Source: an optimization exercise on an open RTL-to-GDS flow (aim: small area, a short achievable clock period and few clock cycles). Production flows keep margins and buffers that such runs may drop. In this exercise RTL edits were held to simulation tests only and were not proved equivalent to the original. Power is estimated from default activity; no workload was simulated.

## 04-20
==> flow/design.v (excerpt) <==
module comp_unit_top (
   input  wire logic                    clk,
   input  wire logic                    rst_n,
   input  wire logic [32-1:0]   tx_data_i,
   input  wire logic [4-1:0]    tx_rem_i,
   input  wire logic                    tx_sof_n_i,
   input  wire logic                    tx_eof_n_i,
   input  wire logic                    tx_sop_n_i,
   input  wire logic                    tx_eop_n_i,
   input  wire logic                    tx_src_rdy_n_i,
   output logic                         tx_dst_rdy_n_o,
   output logic [32-1:0]        rx_data_o,
   output logic [4-1:0]         rx_rem_o,
   output logic                         rx_sof_n_o,
   output logic                         rx_eof_n_o,
   output logic                         rx_sop_n_o,
   output logic                         rx_eop_n_o,
   output logic                         rx_src_rdy_n_o,
   input  wire logic                    rx_dst_rdy_n_i,
   input  wire logic [10-1:0]      dcr_abus_i,
   input  wire logic [31:0]             dcr_dbus_i,
   input  wire logic                    dcr_read_i,
  ...
For scale: ~5300 cells after synthesis, ~2400 flip-flops, about 160 I/O pins, roughly 0.090 mm² of cells after synthesis.
==> flow/config.mk <==
export PLATFORM = sky130hd
export DESIGN_NAME = comp_unit_top
export DESIGN_NICKNAME = comp_unit_top
export VERILOG_FILES = /design/flow/design.v
export SDC_FILE = /design/flow/constraint.sdc
export NUM_CORES = 4
export LEC_CHECK = 0
export CAP_MARGIN = 20
export CORE_MARGIN = 2
export CORE_UTILIZATION = 40
export CTS_CLUSTER_DIAMETER = 60
export CTS_CLUSTER_SIZE = 20
export SETUP_SLACK_MARGIN = 3.5
export SLEW_MARGIN = 20
==> flow/constraint.sdc <==
create_clock -name core_clock -period 6.0 [get_ports {clk}]
set_input_delay 1.2000 -clock core_clock [delete_from_list [all_inputs] [get_ports {clk}]]
set_output_delay 1.2000 -clock core_clock [all_outputs]
set_load 0.01 [all_outputs]
run.sh (not shown) runs the stock make flow with config.mk's settings and CLKGATE_MAP_FILE= SYNTH_SCRIPT=/design/flow/synth_recipe.tcl, a recipe that flattens the netlist after the stock synthesis.
Testbench counts of 04-20, summed over its fixed seeds: cycles 11,075.
Input-level comparison between 04-16 and 04-20:
--- a/flow/design.v
+++ b/flow/design.v
@@ -292,13 +292,13 @@
    end
    logic t_pend_n;
    assign push      = beat && (tst == T_PAY);
    assign cap_flags = beat && (tst == T_HDR) && (hcnt == HC_W'(4));
    assign cap_len   = beat && (tst == T_HDR) && (hcnt == HC_W'(5));
    assign cap_task  = beat && (tst == T_HDR) && (hcnt == HC_W'(6));
-   assign t_pend_n  = (push && !tx_i.eop_n) || (t_pend && !r_load);
+   assign t_pend_n  = (push && !tx_i.eop_n) || (t_pend && r_full);
    always_ff @(posedge clk) begin
       if (!rst_n) begin
          tst       <= T_HDR;
          hcnt      <= '0;
          tx_dst_rdy_n_o <= 1'b1;
          t_pend    <= 1'b0;
@@ -312,36 +312,24 @@
             tx_dst_rdy_n_o <= t_pend_n;
          end else begin
             tx_dst_rdy_n_o <= 1'b0;
          end
       end
    end
-   logic [32-1:0]  crc_d;
-   logic                   crc_v;
-   always_ff @(posedge clk) begin
-      crc_d <= masked;
-   end
-   always_ff @(posedge clk) begin
-      if (!rst_n) begin
-         crc_v <= 1'b0;
-      end else begin
-         crc_v <= push;
-      end
-   end
    ll_crc ll_crc_i (
       .crc_i  (crc),
-      .data_i (crc_d),
+      .data_i (masked),
       .crc_o  (crc_nxt)
    );
    always_ff @(posedge clk) begin
       if (cap_flags) t_info.flags      <= tx_i.data[32-1 -: 3];
       if (cap_len)   t_info.src_len    <= tx_i.data;
       if (cap_task)  t_info.task_index <= tx_i.data[10-1:0];
       if (cap_flags) begin
          crc <= 32'hFFFF_FFFF;
-      end else if (crc_v) begin
+      end else if (push) begin
          crc <= crc_nxt;
       end
    end
    assign t_bc = {t_wc, 2'b00} - BC_W'(t_pad);
    always_ff @(posedge clk) begin
       if (!rst_n) begin
@@ -352,13 +340,13 @@
          t_pad <= '0;
       end else if (push) begin
          t_wc  <= t_wc + 1'b1;
          if (!tx_i.eop_n) t_pad <= pad;
       end
    end
-   assign r_load = t_pend && !r_full && !crc_v;
+   assign r_load = t_pend && !r_full;
    always_ff @(posedge clk) begin
       if (r_load) begin
          r_info <= t_info;
          r_crc  <= crc;
          r_wc   <= t_wc;
          r_pad  <= t_pad;
Findings:
- As of 04-16, worst supply voltage drop on vdd had risen by more than 10% compared to 04-20.
- 04-16 ends up with a clock-cell share of area that is 0.51 points lower than in 04-20.
- Taking 04-20 as the reference point, the non-filler instance count after layout of 04-16 rises by about 2.1%.
- 04-16 vs. 04-20: share of cell area taken by flip-flops and latches moved down; storage element area lower.
- Relative to 04-20, first-iteration detailed-routing DRC count has gone up in 04-16.
- Cell area | 04-16 vs 04-20 | 04-16 larger
- Looking at multi-input combinational cell count, 04-16 sits 136 above 04-20.
- Maximum fanout along the worst path was higher in the run labelled 04-16.
- 04-16 vs 04-20 on met2 usage in global routing: 04-16 is the higher one.
- Compared 04-20 against 04-16; worst hold-check slack within noise.
- Compared with 04-20, 04-16 shows a higher fill cell total of the finished layout.
Testbench counts of 04-16, summed over its fixed seeds: cycles 11,075.

* * *

## purple
Another version of the RTL of comp_unit_top (not shown whole).
Size in the first run: ~5400 cells after synthesis, roughly 160 I/O pins, ~0.090 mm2 of cells after synthesis.
// comp_unit_top
module comp_unit_top (
   input  wire logic                    clk,
   input  wire logic                    rst_n,
   input  wire logic [32-1:0]   tx_data_i,
   input  wire logic [4-1:0]    tx_rem_i,
   input  wire logic                    tx_sof_n_i,
   input  wire logic                    tx_eof_n_i,
   input  wire logic                    tx_sop_n_i,
   input  wire logic                    tx_eop_n_i,
   input  wire logic                    tx_src_rdy_n_i,
   output logic                         tx_dst_rdy_n_o,
   output logic [32-1:0]        rx_data_o,
   output logic [4-1:0]         rx_rem_o,
   output logic                         rx_sof_n_o,
   output logic                         rx_eof_n_o,
   output logic                         rx_sop_n_o,
   output logic                         rx_eop_n_o,
   output logic                         rx_src_rdy_n_o,
   input  wire logic                    rx_dst_rdy_n_i,
   input  wire logic [10-1:0]      dcr_abus_i,
   input  wire logic [31:0]             dcr_dbus_i,
   input  wire logic                    dcr_read_i,
   input  wire logic                    dcr_write_i,
   output logic [1-1:0]        dcr_ack_o,
   output logic [31:0]                  dcr_rdata_o,
   output logic                         rst_engine_req_o
);
   comp_pkg::ll_tx_t   tx;
   comp_pkg::ll_rx_t   rx;
   comp_pkg::dcr_req_t dcr;
   assign tx.data      = tx_data_i;
   assign tx.rem       = tx_rem_i;
   assign tx.sof_n     = tx_sof_n_i;
   assign tx.eof_n     = tx_eof_n_i;
   assign tx.sop_n     = tx_sop_n_i;
   assign tx.eop_n     = tx_eop_n_i;
   assign tx.src_rdy_n = tx_src_rdy_n_i;
   assign dcr.abus  = dcr_abus_i;
   assign dcr.dbus  = dcr_dbus_i;
   assign dcr.read  = dcr_read_i;
   assign dcr.write = dcr_write_i;
   assign rx_data_o      = rx.data;
   assign rx_rem_o       = rx.rem;
   assign rx_sof_n_o     = rx.sof_n;
  ...
Settings: LEC_CHECK=0, CAP_MARGIN=20, CORE_MARGIN=2, CORE_UTILIZATION=40, CTS_CLUSTER_DIAMETER=60, CTS_CLUSTER_SIZE=20, SETUP_SLACK_MARGIN=3.5, SLEW_MARGIN=20; clock period 6.0 ns.
Testbench counts of purple, summed over its fixed seeds: cycles 11,075.
#### Input delta (red over purple)
--- a/flow/design.v
+++ b/flow/design.v
@@ -75,16 +75,20 @@
       rd_data = '0;
       for (int i = 0; i < N; i++) begin
          rd_data = rd_data | (mem[i] & {32{rd_sel[i]}});
       end
    end
    assign refill  = (fill != '0) && (!valid_o || pop_i);
    assign count_o = fill + 6'(valid_o);
+   logic [6-1:0]   fill_up;
+   logic [6-1:0]   fill_down;
+   assign fill_up   = fill + 1'b1;
+   assign fill_down = fill - 1'b1;
    always_ff @(posedge clk) begin
-      if (push_i) begin
+      if (fill != 6'(N)) begin
          mem[wr_ptr] <= push_data_i;
       end
       if (refill) begin
          pop_data_o <= rd_data;
       end
    end
    always_ff @(posedge clk) begin
@@ -96,15 +100,19 @@
       end else begin
          if (push_i) begin
             wr_ptr <= (wr_ptr == 6'(N - 1)) ? '0 : wr_ptr + 1'b1;
          end
          if (refill) begin
             rd_sel <= {rd_sel[N-2:0], rd_sel[N-1]};
          end
-         fill <= fill + 6'(push_i) - 6'(refill);
+         if (push_i && !refill) begin
+            fill <= fill_up;
+         end else if (!push_i && refill) begin
+            fill <= fill_down;
+         end
          if (refill) begin
             valid_o <= 1'b1;
          end else if (pop_i) begin
             valid_o <= 1'b0;
          end
       end
    end
@@ -260,15 +268,15 @@
    logic                   avail;
    logic                   known;
    logic [WC_W-1:0]        k_wc;
    logic [1:0]             k_pad;
    logic                   is_last;
    logic [3:0]             last_rem;
    comp_pkg::ll_rx_t       o_nxt;
-   assign tx_dst_rdy_n_o = !rdy;
+   assign rdy            = !tx_dst_rdy_n_o;
    assign beat           = !tx_i.src_rdy_n && rdy;
    always_comb begin
       masked = tx_i.data;
       if (!tx_i.eop_n) begin
          for (int i = 0; i < 4; i++) begin
             if (tx_i.rem[i]) masked[8*i +: 8] = 8'h00;
          end
@@ -291,46 +299,58 @@
       endcase
    end
    logic t_pend_n;
    assign push      = beat && (tst == T_PAY);
    assign cap_flags = beat && (tst == T_HDR) && (hcnt == HC_W'(4));
    assign cap_len   = beat && (tst == T_HDR) && (hcnt == HC_W'(5));
    assign cap_task  = beat && (tst == T_HDR) && (hcnt == HC_W'(6));
-   assign t_pend_n  = (push && !tx_i.eop_n) || (t_pend && r_full);
+   assign t_pend_n  = (push && !tx_i.eop_n) || (t_pend && !r_load);
    always_ff @(posedge clk) begin
       if (!rst_n) begin
          tst       <= T_HDR;
          hcnt      <= '0;
-         rdy       <= 1'b0;
+         tx_dst_rdy_n_o <= 1'b1;
          t_pend    <= 1'b0;
       end else begin
          tst       <= tst_n;
          hcnt      <= hcnt_n;
          t_pend    <= t_pend_n;
          if (tst_n == T_PAY) begin
-            rdy <= (7'(cnt) + 7'(push)) < 7'(CAP);
+            tx_dst_rdy_n_o <= push ? (cnt >= 6'(CAP - 1)) : (cnt >= 6'(CAP));
          end else if (tst_n == T_HDR && hcnt_n == HC_W'(4)) begin
-            rdy <= !t_pend_n;
+            tx_dst_rdy_n_o <= t_pend_n;
          end else begin
-            rdy <= 1'b1;
+            tx_dst_rdy_n_o <= 1'b0;
          end
       end
    end
+   logic [32-1:0]  crc_d;
+   logic                   crc_v;
+   always_ff @(posedge clk) begin
+      crc_d <= masked;
+   end
+   always_ff @(posedge clk) begin
+      if (!rst_n) begin
+         crc_v <= 1'b0;
+      end else begin
+         crc_v <= push;
+      end
+   end
    ll_crc ll_crc_i (
       .crc_i  (crc),
-      .data_i (masked),
+      .data_i (crc_d),
       .crc_o  (crc_nxt)
    );
    always_ff @(posedge clk) begin
       if (cap_flags) t_info.flags      <= tx_i.data[32-1 -: 3];
       if (cap_len)   t_info.src_len    <= tx_i.data;
       if (cap_task)  t_info.task_index <= tx_i.data[10-1:0];
       if (cap_flags) begin
          crc <= 32'hFFFF_FFFF;
-      end else if (push) begin
+      end else if (crc_v) begin
          crc <= crc_nxt;
       end
    end
    assign t_bc = {t_wc, 2'b00} - BC_W'(t_pad);
    always_ff @(posedge clk) begin
       if (!rst_n) begin
          t_wc  <= '0;
@@ -339,15 +359,15 @@
          t_wc  <= '0;
          t_pad <= '0;
       end else if (push) begin
          t_wc  <= t_wc + 1'b1;
          if (!tx_i.eop_n) t_pad <= pad;
       end
    end
-   assign r_load = t_pend && !r_full;
+   assign r_load = t_pend && !r_full && !crc_v;
    always_ff @(posedge clk) begin
       if (r_load) begin
          r_info <= t_info;
          r_crc  <= crc;
          r_wc   <= t_wc;
          r_pad  <= t_pad;
          r_mis  <= (t_info.src_len != 32'(t_bc));
Findings:
- Relative to purple, number of inserted filler cells in the final layout has gone up in red.
- red vs purple — final total power dropped about 7%.
- From red to purple, hold path depth did not move at all.
- red against purple: sequential cell count increased 33, critical path depth increased 11.
- Final weighted congestion of routability-driven global placement in red is 0.35% below purple.
- purple ended up with comp_unit_i.payload_fifo_i.rd_sel[1]$_SDFFE_PN0P_ as its beginning of the critical path; red ended up with comp_unit_i.ph[1]$_SDFFE_PN0P_.
- Sort purple and red by number of vias in the routed layout desc -> top: purple
- Global-route usage: red lower than purple
- The area of the multi-input gates of red is lower than that of purple.
- Between red and purple, the clock power does not differ in any meaningful way.
- Final cell area: red below purple
- NOTE: sequential portion of the cell area in red exceeds that of purple
Testbench counts of red, summed over its fixed seeds: cycles 11,075.

-- separate check: timing with driven ports --
No port has a modelled driver above. Below, the same layouts with a new extraction and two added sets of constraints. Step 1, drivers: a clkbuf_16 drives clk and a buf_2 each remaining input, both assumed. Step 2, shift: input delay + t, output delay - t, t = (earliest + latest rising clock arrival at the registers) / 2. This alone moves slack from input paths to output paths. Three values: no drivers, after step 1, after step 2; two values: the first two.
run | t (ns) | setup WS [ns] | latest minus earliest clock arrival (ns)
04-20 | 0.947 | 3.387 / 3.374 / 2.507 | 0.070 / 0.070
04-16 | 0.944 | 3.360 / 3.336 / 2.525 | 0.069 / 0.069
purple | 0.938 | 3.409 / 3.348 / 2.525 | 0.064 / 0.064
red | 0.929 | 3.219 / 3.219 / 2.427 | 0.070 / 0.070
After both steps every run listed still meets setup and hold. The setup slack of purple, which loses most, moves by -0.061 ns with the drivers and by -0.884 ns with both steps.
